From an optimization exercise on the open Yosys and OpenROAD flow, aimed at small area; shortcuts taken in it are not production practice.
At most, simulation tests tie the RTL to the original design; equivalence was not proved.
Power and IR drop assume default switching activity.

## birch
==> module float_level_pump_controller, before the edit <==
module float_level_pump_controller (
  input  logic        clk,
  input  logic        rst_n,
  input  logic        in_tvalid,
  output logic        in_tready,
  input  logic [7:0]  in_tdata,
  output logic        out_tvalid,
  input  logic        out_tready,
  output logic [23:0] out_tdata,
  input  logic        cfg_valid,
  output logic        cfg_ready,
  input  logic [2:0]  cfg_index,
  input  logic [15:0] cfg_data
);
  logic [7:0]  stop_c, start_c;
  logic [6:0]  run_p, bst_p;
  logic [15:0] bticks, top;
  logic [7:0]  cnt;       
  logic        lw;        
  logic [1:0]  lv;        
  logic [15:0] xc;        
  logic        sm;        
  logic [15:0] cmp;
  logic        ov;        
  logic        busy;      
  logic        xnz, pump, acc_in, w, hit, start_pump, stop_pump, need_calc;
  logic [7:0]  cb, lim, nc;
  logic [8:0]  inc;
  logic [1:0]  lvc, lvl;
  logic [15:0] xdec;
  assign cfg_ready  = 1'b1;
  assign in_tready  = !busy && !ov && !cfg_valid;
  assign acc_in     = in_tvalid && in_tready;
  assign out_tvalid = ov;
  assign xnz  = (xc != 16'd0);
  assign busy = sm && (lv == 2'd3);
  assign pump = (lv == 2'd3);
  assign w    = in_tdata[0];
  assign xdec = xc - 16'd1;
  always_comb begin
    cb   = (w == lw) ? cnt : 8'd0;
    inc  = {1'b0, cb} + 9'd1;
    lim  = w ? start_c : stop_c;
    hit  = (inc >= {1'b0, lim});
    nc   = hit ? lim : inc[7:0];
    lvc  = pump ? 2'd1 : lv;
    if (w ? (stop_c == 8'd0) : hit)       lvl = 2'd2;
    else if (w ? hit : (start_c == 8'd0)) lvl = 2'd1;
    else                                  lvl = lvc;
    start_pump = !xnz && (lvl == 2'd1) && !pump;
    stop_pump  = !xnz && (lvl == 2'd2);
    need_calc  = start_pump || (xnz && !sm && (xc == 16'd1));
  end
  assign out_tdata = {3'b000, sm, xnz && !sm, pump, lvc, cmp};
  logic [7:0]  cdec;
  logic [5:0]  cw, ck;
  logic        crs;
  assign cdec = 8'd1 << cfg_index;
  assign cw   = {6{rst_n & cfg_valid}} & cdec[5:0];
  assign ck   = {6{rst_n}} & ~cw;
  assign crs  = !rst_n;
  logic trot;
  assign trot = rst_n && busy && (xc[5] || (xc[4] && xc[3:1] != 3'b000));
  always_ff @(posedge clk) begin
    stop_c  <= ({8{cw[0]}} & cfg_data[7:0]) | ({8{ck[0]}} & stop_c)  | ({8{crs}} & RST_STOP_COUNT);
    start_c <= ({8{cw[1]}} & cfg_data[7:0]) | ({8{ck[1]}} & start_c) | ({8{crs}} & RST_START_COUNT);
    run_p   <= ({7{cw[2]}} & cfg_data[6:0]) | ({7{ck[2]}} & run_p)   | ({7{crs}} & RST_RUN_PCT);
    bst_p   <= ({7{cw[3]}} & cfg_data[6:0]) | ({7{ck[3]}} & bst_p)   | ({7{crs}} & RST_BOOST_PCT);
    bticks  <= ({16{cw[4]}} & cfg_data)     | ({16{ck[4]}} & bticks) | ({16{crs}} & RST_BOOST_TICKS);
    top     <= ({16{cw[5]}} & cfg_data)     | ({16{ck[5] & !trot}} & top) | ({16{trot}} & {top[0], top[15:1]})
             | ({16{crs}} & RST_PWM_TOP);
  end
  logic [5:0]  n;
  logic [7:0]  acc;
  logic        cy, sel, mul;
  logic [6:0]  pr, p;
  logic        tb_raw, tbit, ge;
  logic [8:0]  sum;
  logic [5:0]  rp, rs;
  logic [15:0] xcalc;
  assign n   = xc[5:0];
  assign acc = xc[13:6];
  assign cy  = xc[14];
  assign sel = xc[15];
  assign mul = n[5] | n[4];
  always_comb begin
    pr  = sel ? bst_p : run_p;
    p   = (pr > 7'd100) ? 7'd100 : pr;
    tb_raw = top[0] && (n[5:1] != 5'b01000);
    tbit   = tb_raw ^ cy;
    sum = {acc[7], acc} + {2'b00, tbit ? p : 7'd0};
    rp  = {acc[4:0], cmp[15]};
    rs  = rp - 6'd25;
    ge  = !rs[5] && !acc[7];
    if (mul) xcalc = {sel, tb_raw & cy, sum[8:1], xdec[5:0]};
    else     xcalc = {sel, cy, acc[7:5], ge ? rs[4:0] : rp[4:0], xdec[5:0]};
  end
  always_ff @(posedge clk) begin
    if (!rst_n) begin
      cnt  <= 8'd0;
      lw   <= 1'b0;
      lv   <= 2'd0;
      xc   <= {8'd0, RST_START_COUNT};
      sm   <= 1'b1;
      cmp  <= 16'd0;
      ov   <= 1'b0;
    end else begin
      if (ov && out_tready) ov <= 1'b0;
      if (cfg_valid && cfg_index == 3'd1 && sm && xnz) xc <= {8'd0, cfg_data[7:0]};
      if (acc_in) begin
        if (need_calc) xc <= {start_pump && (bticks != 16'd0), 1'b1, 8'h9C, 6'd33};
        else if (xnz) xc <= xdec;
        if (need_calc) sm <= 1'b1;
        else if (!xnz) sm <= 1'b0;
        if (!(xnz && !sm)) begin
          cnt <= nc;
          lw  <= w;
          lv  <= (lvl == 2'd1 && !xnz) ? 2'd3 : lvl;
        end
        if (stop_pump) cmp <= 16'd0;
        if (!need_calc) ov <= 1'b1;
      end
      if (busy) begin
        if (mul) cmp <= {sum[0], cmp[15:1]};
        else     cmp <= {cmp[14:0], ge};
        if (n == 6'd0) begin
          sm   <= 1'b0;
          ov   <= 1'b1;
          xc   <= sel ? bticks : 16'd0;
        end else begin
          xc   <= xcalc;
        end
      end
    end
  end
endmodule
export LEC_CHECK = 0
export ABC_AREA = 1
export CAP_MARGIN = 20
export CORE_MARGIN = 2
export CORE_UTILIZATION = 40
export SLEW_MARGIN = 20
create_clock -name core_clock -period 10.0 [get_ports {clk}]
standard.sh (not shown) runs the stock make flow with config.mk's settings and CLKGATE_MAP_FILE= SYNTH_SCRIPT=/design/flow/synth_recipe.tcl, a recipe that flattens the netlist after the stock synthesis.
==> flow/flow/run.sh <==
#!/bin/bash
# Own layout flow: the standard layout (standard.sh, ORFS's make) with
#  - the standard synthesis, unchanged, whose combinational logic is then mapped
#    again by ABC with a few area scripts (flow/remap.tcl, flow/remap_*.abc),
#    keeping the smallest result; every register stays the same instance, with
#    the same name and cell;
#  - the port buffers made with the smallest buffer, buf_1;
#  - clock tree synthesis with clkbuf_8 and no dummy loads.
# Each tool's output goes to a log file of its own in this folder.
set -euo pipefail
W=$PWD
R=$W/orfs/results/$FLOW_PLATFORM/float_level_pump_controller/base
LIB=$FLOW_HOME/platforms/$FLOW_PLATFORM/lib/sky130_fd_sc_hd__tt_025C_1v80.lib
KNOBS=(
  BUFFER_PORTS_ARGS="-buffer_cell sky130_fd_sc_hd__buf_1"
  CTS_ARGS="-sink_clustering_enable -repair_clock_nets -dont_use_dummy_load -buf_list sky130_fd_sc_hd__clkbuf_8"
)

bash standard.sh "${KNOBS[@]}" synth > make_synth.log 2>&1
cp "$R/1_2_yosys.v" std_synth.v

remap() {
  REMAP_LIB=$LIB REMAP_IN=std_synth.v REMAP_OUT=remap_$1.v REMAP_ABC=$W/flow/remap_$1.abc \
  REMAP_STAT_IN=remap_stat_in_$1.txt REMAP_STAT_OUT=remap_stat_$1.txt \
  REMAP_DONT_USE="sky130_fd_sc_hd__lpflow_* sky130_fd_sc_hd__probe_p_8 sky130_fd_sc_hd__probec_p_8" \
    yosys -c flow/remap.tcl > yosys_remap_$1.log 2>&1
}
best=""; best_area=""
for k in a b c d e f; do remap $k & done
wait
for k in a b c d e f; do
  a=$(awk '/Chip area for top module/ {print $NF}' remap_stat_$k.txt 2>/dev/null || true)
  [[ -n "$a" && -s remap_$k.v ]] || continue
  echo "remap $k: $a" >> remap_choice.txt
  if [[ -z "$best" ]] || awk -v a="$a" -v b="$best_area" 'BEGIN{exit !(a<b)}'; then best=$k; best_area=$a; fi
done
echo "chosen: $best ($best_area)" >> remap_choice.txt
[[ -n "$best" ]]
cp "remap_$best.v" "$R/1_2_yosys.v"

bash standard.sh "${KNOBS[@]}" finish > make_finish.log 2>&1
Other scripts of this flow, unchanged in this note and not shown: flow/flow/remap.tcl, flow/flow/remap_a.abc, flow/flow/remap_b.abc, flow/flow/remap_c.abc, flow/flow/remap_d.abc, flow/flow/remap_e.abc, flow/flow/remap_f.abc
Edits applied to the flow inputs when going from birch to maple:
--- a/flow/design.v
+++ b/flow/design.v
@@ -35,13 +35,13 @@
   logic        xnz, pump, acc_in, w, hit, start_pump, stop_pump, need_calc;
   logic [7:0]  cb, lim, nc;
   logic [8:0]  inc;
   logic [1:0]  lvc, lvl;
   logic [15:0] xdec;
   assign cfg_ready  = 1'b1;
-  assign in_tready  = !busy && !ov && !cfg_valid;
+  assign in_tready  = !busy && !ov;
   assign acc_in     = in_tvalid && in_tready;
   assign out_tvalid = ov;
   assign xnz  = (xc != 16'd0);
   assign busy = sm && (lv == 2'd3);
   assign pump = (lv == 2'd3);
   assign w    = in_tdata[0];
@@ -65,22 +65,19 @@
   logic [5:0]  cw, ck;
   logic        crs;
   assign cdec = 8'd1 << cfg_index;
   assign cw   = {6{rst_n & cfg_valid}} & cdec[5:0];
   assign ck   = {6{rst_n}} & ~cw;
   assign crs  = !rst_n;
-  logic trot;
-  assign trot = rst_n && busy && (xc[5] || (xc[4] && xc[3:1] != 3'b000));
   always_ff @(posedge clk) begin
     stop_c  <= ({8{cw[0]}} & cfg_data[7:0]) | ({8{ck[0]}} & stop_c)  | ({8{crs}} & RST_STOP_COUNT);
     start_c <= ({8{cw[1]}} & cfg_data[7:0]) | ({8{ck[1]}} & start_c) | ({8{crs}} & RST_START_COUNT);
     run_p   <= ({7{cw[2]}} & cfg_data[6:0]) | ({7{ck[2]}} & run_p)   | ({7{crs}} & RST_RUN_PCT);
     bst_p   <= ({7{cw[3]}} & cfg_data[6:0]) | ({7{ck[3]}} & bst_p)   | ({7{crs}} & RST_BOOST_PCT);
     bticks  <= ({16{cw[4]}} & cfg_data)     | ({16{ck[4]}} & bticks) | ({16{crs}} & RST_BOOST_TICKS);
-    top     <= ({16{cw[5]}} & cfg_data)     | ({16{ck[5] & !trot}} & top) | ({16{trot}} & {top[0], top[15:1]})
-             | ({16{crs}} & RST_PWM_TOP);
+    top     <= ({16{cw[5]}} & cfg_data)     | ({16{ck[5]}} & top)    | ({16{crs}} & RST_PWM_TOP);
   end
   logic [5:0]  n;
   logic [7:0]  acc;
   logic        cy, sel, mul;
   logic [6:0]  pr, p;
   logic        tb_raw, tbit, ge;
@@ -92,13 +89,31 @@
   assign cy  = xc[14];
   assign sel = xc[15];
   assign mul = n[5] | n[4];
   always_comb begin
     pr  = sel ? bst_p : run_p;
     p   = (pr > 7'd100) ? 7'd100 : pr;
-    tb_raw = top[0] && (n[5:1] != 5'b01000);
+    case (n[3:0])
+      4'd1:  tb_raw = top[0];
+      4'd0:  tb_raw = top[1];
+      4'd15: tb_raw = top[2];
+      4'd14: tb_raw = top[3];
+      4'd13: tb_raw = top[4];
+      4'd12: tb_raw = top[5];
+      4'd11: tb_raw = top[6];
+      4'd10: tb_raw = top[7];
+      4'd9:  tb_raw = top[8];
+      4'd8:  tb_raw = top[9];
+      4'd7:  tb_raw = top[10];
+      4'd6:  tb_raw = top[11];
+      4'd5:  tb_raw = top[12];
+      4'd4:  tb_raw = top[13];
+      4'd3:  tb_raw = top[14];
+      default: tb_raw = top[15];
+    endcase
+    if (n[5:1] == 5'b01000) tb_raw = 1'b0;
     tbit   = tb_raw ^ cy;
     sum = {acc[7], acc} + {2'b00, tbit ? p : 7'd0};
     rp  = {acc[4:0], cmp[15]};
     rs  = rp - 6'd25;
     ge  = !rs[5] && !acc[7];
     if (mul) xcalc = {sel, tb_raw & cy, sum[8:1], xdec[5:0]};
Notes after the runs:
maple: register-to-register slack 0.06 ns above birch
Of maple and birch, it is maple that has the lower final RePlAce weighted congestion.
On relative area of clock buffers and inverters in the final design, birch and maple are neck and neck.
maple against birch: combinational share of power went up by 3.7 points, cell count went up 4, initial standard-cell utilization of the core has increased.
[compare] base=birch new=maple: final worst setup slack went down; die outline height climbed 0.64%; total vias in the final route saw an increase; maximum vdd ir drop shows an increase of about 1.9%.
The RTL of maple was laid out without a check of its function.

## port drivers added, routing unchanged
The results above use ideal ports. As a check the final layouts listed here were re-extracted and re-timed, cells and wires unchanged.
Step 1 (the two cells are an assumption about what drives the block):
set clk [get_ports {clk}]
set_driving_cell -lib_cell sky130_fd_sc_hd__clkbuf_16 $clk
set_driving_cell -lib_cell sky130_fd_sc_hd__buf_2 [delete_from_list [all_inputs] $clk]
Step 2 adds t to the input delays and takes it off the output delays; t is the mean of the earliest and latest rising clock arrival at the registers after step 1. Input paths then give back, and output paths get back, about the clock's delay inside the block.
Slacks: no drivers / after step 1 / after step 2; pairs: no drivers / after step 1.
run | shift t [ns] | setup WS [ns] | worst setup path at the end | slew at the worst register clock pin (ns)
birch | 0.420 | 2.631 / 2.642 / 2.221 | input to register | 0.11 / 0.11
maple | 0.412 | 2.255 / 2.262 / 1.850 | input to register | 0.11 / 0.11
After both steps setup and hold are still met in every run listed. The setup slack of birch, which loses most, moves by +0.011 ns with the drivers and by -0.410 ns with both steps.
